This design comes from an exercise in tuning for small area on the open sky130 flow, not from production work.
The RTL was checked by simulation tests, not by an equivalence proof against the original design.
Power figures rest on the tool's default switching activity, not on a simulated workload.

Design commit_trace_unit, start of the top module:
module commit_trace_unit #(
    parameter int DEPTH = 8,
    parameter int CNT_W = 32
) (
    input  wire logic              clk,
    input  wire logic              rst,
    input  wire logic              reg_wr_i,
    input  wire logic [2:0]        wr_reg_i,
    input  wire logic [15:0]       wr_data_i,
    input  wire logic              mem_rd_i,
    input  wire logic              mem_wr_i,
    input  wire logic [15:0]       mem_addr_i,
    input  wire logic [15:0]       mem_wdata_i,
    input  wire logic [15:0]       mem_rdata_i,
    input  wire logic              halt_i,
    input  wire logic              icache_req_i,
    input  wire logic              icache_hit_i,
    input  wire logic              dcache_req_i,
    input  wire logic              dcache_hit_i,
    output logic                   rec_valid,
    input  wire logic              rec_ready,
    output logic [3:0]             rec_flags,
    output logic [2:0]             rec_reg,
    output logic [15:0]            rec_wdata,
    output logic [15:0]            rec_addr,
    output logic [15:0]            rec_mdata,
    output logic [15:0]            rec_cycle,
    output logic                   full_o,
    output logic                   overflow_o,
    output logic                   done_o,
    output logic [CNT_W-1:0]       cycle_count_o,
    output logic [CNT_W-1:0]       inst_count_o,
    output logic [CNT_W-1:0]       icache_req_cnt_o,
    output logic [CNT_W-1:0]       icache_hit_cnt_o,
    output logic [CNT_W-1:0]       dcache_req_cnt_o,
    output logic [CNT_W-1:0]       dcache_hit_cnt_o
);
    localparam int CW = $clog2(DEPTH) + 1;      
    localparam int RW = 3 + 3 + 4*16;
  ...
==> module commit_trace_unit, before the edit <==
module commit_trace_unit #(
    parameter int DEPTH = 8,
    parameter int CNT_W = 32
) (
    input  wire logic              clk,
    input  wire logic              rst,
    input  wire logic              reg_wr_i,
    input  wire logic [2:0]        wr_reg_i,
    input  wire logic [15:0]       wr_data_i,
    input  wire logic              mem_rd_i,
    input  wire logic              mem_wr_i,
    input  wire logic [15:0]       mem_addr_i,
    input  wire logic [15:0]       mem_wdata_i,
    input  wire logic [15:0]       mem_rdata_i,
    input  wire logic              halt_i,
    input  wire logic              icache_req_i,
    input  wire logic              icache_hit_i,
    input  wire logic              dcache_req_i,
    input  wire logic              dcache_hit_i,
    output logic                   rec_valid,
    input  wire logic              rec_ready,
    output logic [3:0]             rec_flags,
    output logic [2:0]             rec_reg,
    output logic [15:0]            rec_wdata,
    output logic [15:0]            rec_addr,
    output logic [15:0]            rec_mdata,
    output logic [15:0]            rec_cycle,
    output logic                   full_o,
    output logic                   overflow_o,
    output logic                   done_o,
    output logic [CNT_W-1:0]       cycle_count_o,
    output logic [CNT_W-1:0]       inst_count_o,
    output logic [CNT_W-1:0]       icache_req_cnt_o,
    output logic [CNT_W-1:0]       icache_hit_cnt_o,
    output logic [CNT_W-1:0]       dcache_req_cnt_o,
    output logic [CNT_W-1:0]       dcache_hit_cnt_o
);
    localparam int CW = $clog2(DEPTH) + 1;      
    localparam int RW = 3 + 3 + 4*16;
    logic              halted_q;      
    logic              halt_rec_q;    
    logic              overflow_q;
    logic [CW-1:0]     count_q;
    logic [DEPTH-1:0][RW-1:0] fifo_q;
    logic              w_run, w_event, w_valid, w_full, w_pop, w_push, w_drop;
    logic [RW-1:0]     w_new_rec, w_head;
    logic [DEPTH-1:0]  w_sel;
    assign w_run   = ~halted_q;
    assign w_event = w_run & (halt_i | reg_wr_i | mem_rd_i | mem_wr_i);
    assign w_valid = (count_q != '0);
    assign w_full  = (count_q == CW'(DEPTH));
    assign w_pop   = w_valid & rec_ready;
    assign w_push  = w_event & (~w_full | w_pop);
    assign w_drop  = w_event & w_full & ~w_pop;
    assign w_new_rec = {reg_wr_i, mem_rd_i, mem_wr_i, wr_reg_i, wr_data_i, mem_addr_i,
                        (mem_wr_i ? mem_wdata_i : mem_rdata_i), cycle_count_o[15:0]};
    for (genvar g = 0; g < DEPTH; g++) begin : g_entry
        always_ff @(posedge clk) begin
            if (w_push) fifo_q[g] <= (g == 0) ? w_new_rec : fifo_q[(g == 0) ? 0 : g-1];
        end
    end
    always_ff @(posedge clk or posedge rst) begin
        if (rst) begin
            count_q    <= '0;
            overflow_q <= 1'b0;
            halted_q   <= 1'b0;
            halt_rec_q <= 1'b0;
        end else begin
            if (w_push & ~w_pop)      count_q <= count_q + CW'(1);
            else if (~w_push & w_pop) count_q <= count_q - CW'(1);
            if (w_drop)               overflow_q <= 1'b1;
            if (w_run & halt_i)       halted_q   <= 1'b1;
            if (w_push & halt_i)      halt_rec_q <= 1'b1;
        end
    end
    logic [RW-1:0] w_term [DEPTH];
    always_comb begin
        for (int k = 0; k < DEPTH; k++) begin
            w_sel[k]  = (count_q == CW'(k+1));
            w_term[k] = {RW{w_sel[k]}} & fifo_q[k];
        end
        w_head = (w_term[0] | w_term[1] | w_term[2]) |
                 (w_term[3] | w_term[4] | w_term[5]) |
                 (w_term[6] | w_term[7]);
    end
    assign rec_valid = w_valid;
    assign rec_flags = {halt_rec_q & w_sel[0], w_head[RW-1 -: 3]};
    assign rec_reg   = w_head[64 +: 3];
    assign rec_wdata = w_head[48 +: 16];
    assign rec_addr  = w_head[32 +: 16];
    assign rec_mdata = w_head[16 +: 16];
    assign rec_cycle = w_head[0  +: 16];
    assign full_o     = w_full;
    assign overflow_o = overflow_q;
    assign done_o     = halted_q & ~w_valid;
    ctu_counter #(.W(CNT_W)) u_cyc (.clk, .rst, .en(w_run),                  .q(cycle_count_o));
    ctu_counter #(.W(CNT_W)) u_ins (.clk, .rst, .en(w_run & (halt_i | reg_wr_i | mem_wr_i)),
                                                                            .q(inst_count_o));
    ctu_counter #(.W(CNT_W)) u_icr (.clk, .rst, .en(w_run & icache_req_i),   .q(icache_req_cnt_o));
    ctu_counter #(.W(CNT_W)) u_ich (.clk, .rst, .en(w_run & icache_hit_i),   .q(icache_hit_cnt_o));
    ctu_counter #(.W(CNT_W)) u_dcr (.clk, .rst, .en(w_run & dcache_req_i),   .q(dcache_req_cnt_o));
    ctu_counter #(.W(CNT_W)) u_dch (.clk, .rst, .en(w_run & dcache_hit_i),   .q(dcache_hit_cnt_o));
endmodule
export LEC_CHECK = 0
export CAP_MARGIN = 20
export CORE_MARGIN = 2
export CORE_UTILIZATION = 70
export PLACE_DENSITY = 0.85
export SLEW_MARGIN = 20
create_clock -name core_clock -period 5.0 [get_ports {clk}]
standard.sh (not shown) runs the stock make flow with config.mk's settings and CLKGATE_MAP_FILE= SYNTH_SCRIPT=/design/flow/synth_recipe.tcl, a recipe that flattens the netlist after the stock synthesis.
==> flow/flow/run.sh <==
#!/bin/bash
# Own layout flow: the standard ORFS flow (standard.sh) with three changes.
#  1. Synthesis: synth_recipe.tcl unchanged, except that Yosys's abc call for the
#     combinational logic uses an area-oriented script (flow/abc_area.script).
#     Flip-flop mapping (dfflibmap) runs before abc and is untouched, so the
#     registers, their names and cell types are those of the standard synthesis.
#  2. Every input and output port still gets a buffer, but the smallest one (buf_1).
#  3. CTS: larger sink clusters driven by clkbuf_16 and no dummy clock loads.
# Each tool's full output goes to ORFS's own logs under orfs/logs; make's output
# goes to flow_make.log.
set -euo pipefail
here=$(pwd)
{
  echo 'proc abc {args} {'
  echo '  set i [lsearch -exact $args -script]'
  echo '  if {$i >= 0} { lset args [expr {$i+1}] $::env(OWN_ABC_SCRIPT) }'
  echo '  yosys abc {*}$args'
  echo '}'
  cat synth_recipe.tcl
} > own_synth.tcl
sed "s#SYNTH_SCRIPT=[^ ]*synth_recipe.tcl#SYNTH_SCRIPT=$here/own_synth.tcl#" standard.sh > own_standard.sh
grep -q "own_synth.tcl" own_standard.sh
export OWN_ABC_SCRIPT=$here/flow/abc_area.script
export BUFFER_PORTS_ARGS="-buffer_cell sky130_fd_sc_hd__buf_1"
export CTS_ARGS="-sink_clustering_enable -repair_clock_nets -dont_use_dummy_load -buf_list {sky130_fd_sc_hd__clkbuf_8 sky130_fd_sc_hd__clkbuf_16} -sink_clustering_buffer sky130_fd_sc_hd__clkbuf_8 -tree_buf sky130_fd_sc_hd__clkbuf_16 -root_buf sky130_fd_sc_hd__clkbuf_16 -sink_clustering_size 18 -sink_clustering_max_diameter 45"
bash own_standard.sh > flow_make.log 2>&1
==> flow/flow/abc_area.script <==
strash
dch -f
amap
topo
stime -c
The baseline finished with timing, DRC and antenna clean.
==> next run, changes <==
--- a/flow/design.v
+++ b/flow/design.v
@@ -112,13 +112,10 @@
         end
     end
-    logic [RW-1:0] w_term [DEPTH];
     always_comb begin
+        w_head = '0;
         for (int k = 0; k < DEPTH; k++) begin
-            w_sel[k]  = (count_q == CW'(k+1));
-            w_term[k] = {RW{w_sel[k]}} & fifo_q[k];
+            w_sel[k] = (count_q == CW'(k+1));
+            w_head   = w_head | ({RW{w_sel[k]}} & fifo_q[k]);
         end
-        w_head = (w_term[0] | w_term[1] | w_term[2]) |
-                 (w_term[3] | w_term[4] | w_term[5]) |
-                 (w_term[6] | w_term[7]);
     end
     assign rec_valid = w_valid;
=> The changed run completed without violations; sequential cell count does not change; cell count climbs by about 2.7%; die area climbs by 0.56%; combinational power barely changes; worst setup slack gains 0.081 ns; total power drops by 0.68%; sequential power is about the same; final area is about the same; non-clock buffer count drops by 4; utilization barely changes; fmax climbs by about 1.9%; wire length hardly moves; via count climbs by 1.2%; sequential share of layout area drops by 0.18 points.

separate check: timing with driven ports:
How much do the figures lean on ideal ports? The routed layouts below were timed once more, with nothing changed but the port constraints. Step 1: set_driving_cell puts a clkbuf_16 on clk and a buf_2 on each other input, an assumption about the parent block. Step 2 also shifts input and output timing later by t, the mid clock arrival at the registers, as if the neighbouring blocks saw the same clock. Slacks: ideal ports / drivers / drivers and shift; pairs: ideal ports / drivers.
run | t (ns) | setup slack, ns | worst data-port slew with drivers (ns)
the first run | 0.615 | 0.621 / 0.621 / 0.279 | 0.07
the second run | 0.602 | 0.701 / 0.701 / 0.307 | 0.09
After both steps every run listed still meets setup and hold. The setup slack of the second run, which loses most, moves by 0.000 ns with the drivers and by -0.394 ns with both steps.
